Source: an optimization exercise on an open RTL-to-GDS flow (aim: small area and a short achievable clock period). Production flows keep margins and buffers that such runs may drop.
Function was checked by simulation only, so behaviour that the tests miss may differ from the original.
Power figures rest on the tool's default switching activity, not on a simulated workload.

## lane 4
// pixel_burst_fifo
module pixel_burst_fifo
#(
    parameter int ADDR_W    = 6,
    parameter int BURST_LEN = 8
) (
    input  logic              clk_25,
    input  logic              reset,
    input  logic              wrreq,
    input  logic [9:0]        x_i,
    input  logic [9:0]        y_i,
    input  logic [7:0]        red_i,
    input  logic [7:0]        green_i,
    input  logic [7:0]        blue_i,
    input  logic              rdreq,
    output logic              rd_valid,
    output logic [9:0]        x_o,
    output logic [9:0]        y_o,
    output logic [7:0]        red_o,
    output logic [7:0]        green_o,
    output logic [7:0]        blue_o,
    output logic [ADDR_W:0]   usedw,
    output logic              empty,
    output logic              full,
    output logic              burst_rdy,
    output logic [pixel_pkg::OVF_W-1:0]  ovf_cnt
);
    localparam int DEPTH    = 2 ** ADDR_W;
    localparam int USEDW_W  = ADDR_W + 1;
    localparam int WSUB     = 8;                
    localparam int WGRP     = DEPTH / WSUB;
    logic [WSUB-1:0]    wr_sub_q;    
    logic [WGRP-1:0]    wr_grp_q;    
    logic [DEPTH-1:0]   wr_sel;
    logic [DEPTH-1:0]   rd_sel_q;    
    logic [DEPTH-1:0]   rd_sel_bq;   
    logic [USEDW_W-1:0] usedw_q;
    logic               empty_q, full_q, burst_q;
    logic [pixel_pkg::OVF_W-1:0]   ovf_cnt_q;
    logic               rd_valid_q;
  ...
Size in the first run: ~3,000 flip-flops, about 120 I/O pins, roughly 110,000 sq um of cells after synthesis.
Settings: LEC_CHECK=0, CAP_MARGIN=20, CORE_MARGIN=2, CORE_UTILIZATION=50, CTS_BUF_LIST=sky130_fd_sc_hd__clkbuf_8 sky130_fd_sc_hd__clkbuf_16, CTS_CLUSTER_DIAMETER=120, CTS_CLUSTER_SIZE=24, PLACE_DENSITY=0.65, SETUP_SLACK_MARGIN=2.3, SLEW_MARGIN=20, BUFFER_PORTS_ARGS=-buffer_cell sky130_fd_sc_hd__buf_4; clock period 4.5 ns.
standard.sh (not shown) runs the stock make flow with config.mk's settings and CLKGATE_MAP_FILE= SYNTH_SCRIPT=/design/flow/synth_recipe.tcl, a recipe that flattens the netlist after the stock synthesis.
==> flow/flow/run.sh <==
#!/bin/bash
# Standard ORFS layout, except that the port buffers are plain buf_4 cells
# instead of the default pick, so they can drive the pins quickly.
set -euo pipefail
cat >> config.mk <<'EOC'
export BUFFER_PORTS_ARGS = -buffer_cell sky130_fd_sc_hd__buf_4
EOC
bash standard.sh synth > synth.log 2>&1
bash standard.sh finish > layout.log 2>&1
Lane 4 went all the way through synthesis, placement and routing and the layout is clean on timing, DRC and antenna.
Relative to lane 4, the following input files were edited for lane 3:
Settings: PRE_IO_PLACEMENT_TCL newly set to /design/flow/flow/io.tcl.
==> flow/flow/run.sh <==
#!/bin/bash
# Standard ORFS layout with two changes:
#  - the port buffers are plain buf_4 cells instead of the default pick;
#  - the pins are placed by flow/io.tcl: each data bit's input and output pin
#    side by side along the top and bottom edges, so each bit's storage column
#    sits next to its pins.
set -euo pipefail
cat >> config.mk <<EOC
export BUFFER_PORTS_ARGS = -buffer_cell sky130_fd_sc_hd__buf_4
export PRE_IO_PLACEMENT_TCL = $(pwd)/flow/io.tcl
EOC
bash standard.sh synth > synth.log 2>&1
bash standard.sh finish > layout.log 2>&1
==> flow/flow/io.tcl (new file) <==
# Pin placement: each data bit's input and output pins side by side, the low
# half of the word spread along the top edge and the high half along the
# bottom edge, in bit order; requests, reset and clock on the left edge and
# the status outputs on the right edge.
proc pix_port {dir k} {
  if {$k < 8}  { return "blue_${dir}\[$k\]" }
  if {$k < 16} { return "green_${dir}\[[expr {$k-8}]\]" }
  if {$k < 24} { return "red_${dir}\[[expr {$k-16}]\]" }
  if {$k < 34} { return "y_${dir}\[[expr {$k-24}]\]" }
  return "x_${dir}\[[expr {$k-34}]\]"
}
set die [[ord::get_db_block] getDieArea]
set dbu [[ord::get_db_tech] getDbUnitsPerMicron]
set w [expr {double([$die xMax]) / $dbu}]
set h [expr {double([$die yMax]) / $dbu}]
set m 10.0
set half 22
for {set j 0} {$j < $half} {incr j} {
  set x0 [expr {$m + ($w - 2*$m) * $j / $half}]
  set x1 [expr {$m + ($w - 2*$m) * ($j + 1) / $half}]
  set_io_pin_constraint -pin_names [list [pix_port i $j] [pix_port o $j]] -region [format "top:%.2f-%.2f" $x0 $x1]
  set k [expr {$j + $half}]
  set_io_pin_constraint -pin_names [list [pix_port i $k] [pix_port o $k]] -region [format "bottom:%.2f-%.2f" $x0 $x1]
}
set_io_pin_constraint -pin_names {wrreq rdreq reset clk_25} -region [format "left:%.2f-%.2f" [expr {$h/2 - 20}] [expr {$h/2 + 20}]]
set st {rd_valid empty full burst_rdy}
for {set k 0} {$k < 7} {incr k} { lappend st "usedw\[$k\]" }
for {set k 0} {$k < 16} {incr k} { lappend st "ovf_cnt\[$k\]" }
set_io_pin_constraint -pin_names $st -region [format "right:%.2f-%.2f" [expr {$h/2 - 40}] [expr {$h/2 + 40}]]
--- outcome ---
- Changes observed in lane 3 relative to lane 4: detailed-routing iteration count for the pre-antenna-repair pass fell by 8, cell area after layout went down by 450 sq um.
- Between lane 3 and lane 4, the sequential power does not differ in any meaningful way.
- Lower met3 track utilization from global routing goes to lane 4 over lane 3.
- Diff lane 4 -> lane 3: number of nets in the layout shrank by about 0.33%; number of antenna violations at the first check in global routing dropped 2.6%.

* * *

The RTL this note starts from:
==> flow/design.v <==
package pixel_pkg;
    localparam int PIX_W = 44;
    localparam int OVF_W = 16;
    localparam int X_LSB = 34;
    localparam int X_MSB = 43;
    localparam int Y_LSB = 24;
    localparam int Y_MSB = 33;
    localparam int R_LSB = 16;
    localparam int R_MSB = 23;
    localparam int G_LSB = 8;
    localparam int G_MSB = 15;
    localparam int B_LSB = 0;
    localparam int B_MSB = 7;
    typedef struct packed {
        logic [9:0] x;
        logic [9:0] y;
        logic [7:0] r;
        logic [7:0] g;
        logic [7:0] b;
    } pixel_t;
    function automatic logic [PIX_W-1:0] pack_pixel(input pixel_t p);
        logic [PIX_W-1:0] w;
        w = '0;
        w[X_MSB:X_LSB] = p.x;
        w[Y_MSB:Y_LSB] = p.y;
        w[R_MSB:R_LSB] = p.r;
        w[G_MSB:G_LSB] = p.g;
        w[B_MSB:B_LSB] = p.b;
        pack_pixel = w;
    endfunction
    function automatic pixel_t unpack_pixel(input logic [PIX_W-1:0] w);
        pixel_t p;
        p.x = w[X_MSB:X_LSB];
        p.y = w[Y_MSB:Y_LSB];
        p.r = w[R_MSB:R_LSB];
        p.g = w[G_MSB:G_LSB];
        p.b = w[B_MSB:B_LSB];
        unpack_pixel = p;
    endfunction
endpackage
module pixel_fifo_ram
#(
    parameter int ADDR_W = 6,
    parameter int DATA_W = pixel_pkg::PIX_W
) (
    input  logic              clk_25,
    input  logic              reset,
    input  logic              wr_en,
    input  logic [2**ADDR_W-1:0] wr_sel,
    input  logic [DATA_W-1:0] wr_data,
    input  logic              rd_en,
    input  logic [2**ADDR_W-1:0] rd_sel,
    input  logic [2**ADDR_W-1:0] rd_sel_b,
    output logic [DATA_W-1:0] rd_data
);
    localparam int DEPTH = 2 ** ADDR_W;
    logic [DATA_W-1:0] mem [DEPTH];
    logic [DATA_W-1:0] rd_word;
    logic [DATA_W-1:0] rd_data_q;
    always_ff @(posedge clk_25) begin
        for (int i = 0; i < DEPTH; i++) begin
            if (wr_en && wr_sel[i]) begin
                mem[i] <= wr_data;
            end
        end
    end
    always_comb begin
        rd_word = '0;
        for (int i = 0; i < DEPTH; i++) begin
            rd_word[DATA_W/2-1:0] = rd_word[DATA_W/2-1:0] |
                (mem[i][DATA_W/2-1:0] & {(DATA_W/2){rd_sel[i]}});
            rd_word[DATA_W-1:DATA_W/2] = rd_word[DATA_W-1:DATA_W/2] |
                (mem[i][DATA_W-1:DATA_W/2] & {(DATA_W-DATA_W/2){rd_sel_b[(i+DEPTH/2)%DEPTH]}});
        end
    end
    always_ff @(posedge clk_25) begin
        if (reset) begin
            rd_data_q <= '0;
        end else if (rd_en) begin
            rd_data_q <= rd_word;
        end
    end
    assign rd_data = rd_data_q;
endmodule
module pixel_burst_fifo
#(
    parameter int ADDR_W    = 6,
    parameter int BURST_LEN = 8
) (
    input  logic              clk_25,
    input  logic              reset,
    input  logic              wrreq,
    input  logic [9:0]        x_i,
    input  logic [9:0]        y_i,
    input  logic [7:0]        red_i,
    input  logic [7:0]        green_i,
    input  logic [7:0]        blue_i,
    input  logic              rdreq,
    output logic              rd_valid,
    output logic [9:0]        x_o,
    output logic [9:0]        y_o,
    output logic [7:0]        red_o,
    output logic [7:0]        green_o,
    output logic [7:0]        blue_o,
    output logic [ADDR_W:0]   usedw,
    output logic              empty,
    output logic              full,
    output logic              burst_rdy,
    output logic [pixel_pkg::OVF_W-1:0]  ovf_cnt
);
    localparam int DEPTH    = 2 ** ADDR_W;
    localparam int USEDW_W  = ADDR_W + 1;
    logic [DEPTH-1:0]   wr_sel_q;    
    logic [DEPTH-1:0]   rd_sel_q;    
    logic [DEPTH-1:0]   rd_sel_bq;   
    logic [USEDW_W-1:0] usedw_q;
    logic               empty_q, full_q, burst_q;
    logic [pixel_pkg::OVF_W-1:0]   ovf_cnt_q;
    logic               rd_valid_q;
    logic               wr_acc;
    logic               rd_acc;
    logic               inc, dec;
    logic [USEDW_W-1:0] usedw_p1, usedw_m1;
    logic               ovf_sat;
    logic [pixel_pkg::PIX_W-1:0]   wr_word;
    logic [pixel_pkg::PIX_W-1:0]   rd_word;
    pixel_pkg::pixel_t             wr_pix;
    pixel_pkg::pixel_t             rd_pix;
    assign empty     = empty_q;
    assign full      = full_q;
    assign burst_rdy = burst_q;
    assign wr_acc = wrreq & ~full_q;
    assign rd_acc = rdreq & ~empty_q;
    assign inc    = wr_acc & ~rd_acc;
    assign dec    = rd_acc & ~wr_acc;
    assign usedw_p1 = usedw_q + 1'b1;
    assign usedw_m1 = usedw_q - 1'b1;
    assign ovf_sat  = &ovf_cnt_q;
    assign wr_pix.x = x_i;
    assign wr_pix.y = y_i;
    assign wr_pix.r = red_i;
    assign wr_pix.g = green_i;
    assign wr_pix.b = blue_i;
    assign wr_word  = pixel_pkg::pack_pixel(wr_pix);
    always_ff @(posedge clk_25) begin
        if (reset) begin
            wr_sel_q   <= DEPTH'(1);
            rd_sel_q   <= DEPTH'(1);
            rd_sel_bq  <= DEPTH'(1) << (DEPTH/2);
            usedw_q    <= '0;
            empty_q    <= 1'b1;
            full_q     <= 1'b0;
            burst_q    <= 1'b0;
            ovf_cnt_q  <= '0;
            rd_valid_q <= 1'b0;
        end else begin
            rd_valid_q <= rd_acc;
            if (wr_acc) wr_sel_q <= {wr_sel_q[DEPTH-2:0], wr_sel_q[DEPTH-1]};
            if (rd_acc) begin
                rd_sel_q  <= {rd_sel_q[DEPTH-2:0], rd_sel_q[DEPTH-1]};
                rd_sel_bq <= {rd_sel_bq[DEPTH-2:0], rd_sel_bq[DEPTH-1]};
            end
            if (inc) begin
                usedw_q <= usedw_p1;
                empty_q <= 1'b0;
                full_q  <= (usedw_q == USEDW_W'(DEPTH - 1));
                burst_q <= (usedw_q >= USEDW_W'(BURST_LEN - 1));
            end else if (dec) begin
                usedw_q <= usedw_m1;
                empty_q <= (usedw_q == USEDW_W'(1));
                full_q  <= 1'b0;
                burst_q <= (usedw_q >= USEDW_W'(BURST_LEN + 1));
            end
            if (wrreq && full_q && !ovf_sat) ovf_cnt_q <= ovf_cnt_q + 1'b1;
        end
    end
    pixel_fifo_ram #(
        .ADDR_W (ADDR_W),
        .DATA_W (pixel_pkg::PIX_W)
    ) u_ram (
        .clk_25  (clk_25),
        .reset   (reset),
        .wr_en   (wr_acc),
        .wr_sel  (wr_sel_q),
        .wr_data (wr_word),
        .rd_en   (rd_acc),
        .rd_sel  (rd_sel_q),
        .rd_sel_b(rd_sel_bq),
        .rd_data (rd_word)
    );
    assign rd_pix   = pixel_pkg::unpack_pixel(rd_word);
    assign x_o      = rd_pix.x;
    assign y_o      = rd_pix.y;
    assign red_o    = rd_pix.r;
    assign green_o  = rd_pix.g;
    assign blue_o   = rd_pix.b;
    assign rd_valid = rd_valid_q;
    assign usedw    = usedw_q;
    assign ovf_cnt  = ovf_cnt_q;
endmodule
==> flow/config.mk <==
export PLATFORM = sky130hd
export DESIGN_NAME = pixel_burst_fifo
export DESIGN_NICKNAME = pixel_burst_fifo
export VERILOG_FILES = /design/flow/design.v
export SDC_FILE = /design/flow/constraint.sdc
export NUM_CORES = 4
export LEC_CHECK = 0
export CAP_MARGIN = 20
export CORE_MARGIN = 2
export CORE_UTILIZATION = 50
export CTS_BUF_LIST = sky130_fd_sc_hd__clkbuf_8 sky130_fd_sc_hd__clkbuf_16
export CTS_CLUSTER_DIAMETER = 120
export CTS_CLUSTER_SIZE = 24
export PLACE_DENSITY = 0.65
export SETUP_SLACK_MARGIN = 2.0
export SLEW_MARGIN = 20
export BUFFER_PORTS_ARGS = -buffer_cell sky130_fd_sc_hd__buf_4
==> flow/constraint.sdc <==
create_clock -name core_clock -period 4.5 [get_ports {clk_25}]
set_input_delay 0.9000 -clock core_clock [delete_from_list [all_inputs] [get_ports {clk_25}]]
set_output_delay 0.9000 -clock core_clock [all_outputs]
set_load 0.01 [all_outputs]
==> flow/flow/run.sh <==
#!/bin/bash
# Standard ORFS layout, except that the port buffers are plain buf_4 cells
# instead of the default pick, so they can drive the pins quickly.
set -euo pipefail
cat >> config.mk <<'EOC'
export BUFFER_PORTS_ARGS = -buffer_cell sky130_fd_sc_hd__buf_4
EOC
bash standard.sh synth > synth.log 2>&1
bash standard.sh finish > layout.log 2>&1
Edit:
--- a/flow/config.mk
+++ b/flow/config.mk
@@ -14,3 +14,3 @@
 export PLACE_DENSITY = 0.65
-export SETUP_SLACK_MARGIN = 2.0
+export SETUP_SLACK_MARGIN = 2.3
 export SLEW_MARGIN = 20
Result: Routed wire length goes up by 3.4%; cell area rises by 1.9%; cell count increases by 0.94%; register-to-register slack is better by 330 ps; first-iteration DRC count climbs by 2.8%; worst setup slack improves by 210 ps; critical path depth drops by 5; via count rose by 1.8%.

## port drivers added, routing unchanged
The flow's constraints put no driver on any port. The routed layouts listed below were extracted and timed again, unchanged, in two steps. Step 1: set_driving_cell puts a clkbuf_16 on clk_25 and a buf_2 on each other input, an assumption about the parent block. Step 2 adds t to the input delays and takes it off the output delays; t is the mean of the earliest and latest rising clock arrival at the registers after step 1. Input paths then give back, and output paths get back, about the clock's delay inside the block. Three values: no drivers, after step 1, after step 2; two values: the first two.
| run | shift t [ns] | slack for setup (ns) | worst setup path after step 2 | worst register clock-pin slew, ns | pins driven straight from the clock port |
|---|---|---|---|---|---|
| lane 4 | 0.964 | 1.946 / 1.946 / 1.647 | input to register | 0.11 / 0.11 | 1 |
| lane 3 | 0.936 | 2.069 / 2.000 / 1.263 | input to register | 0.10 / 0.10 | 1 |
| the first run of note 2 | 0.953 | 1.836 / 1.836 / 1.333 | input to register | 0.11 / 0.11 | 1 |
| the second run of note 2 | 0.964 | 2.042 / 1.948 / 1.672 | input to register | 0.10 / 0.10 | 1 |
After both steps every run listed still meets setup and hold. For lane 3, which loses most, drivers alone change the setup slack by -0.069 ns; drivers and shift together by -0.806 ns.
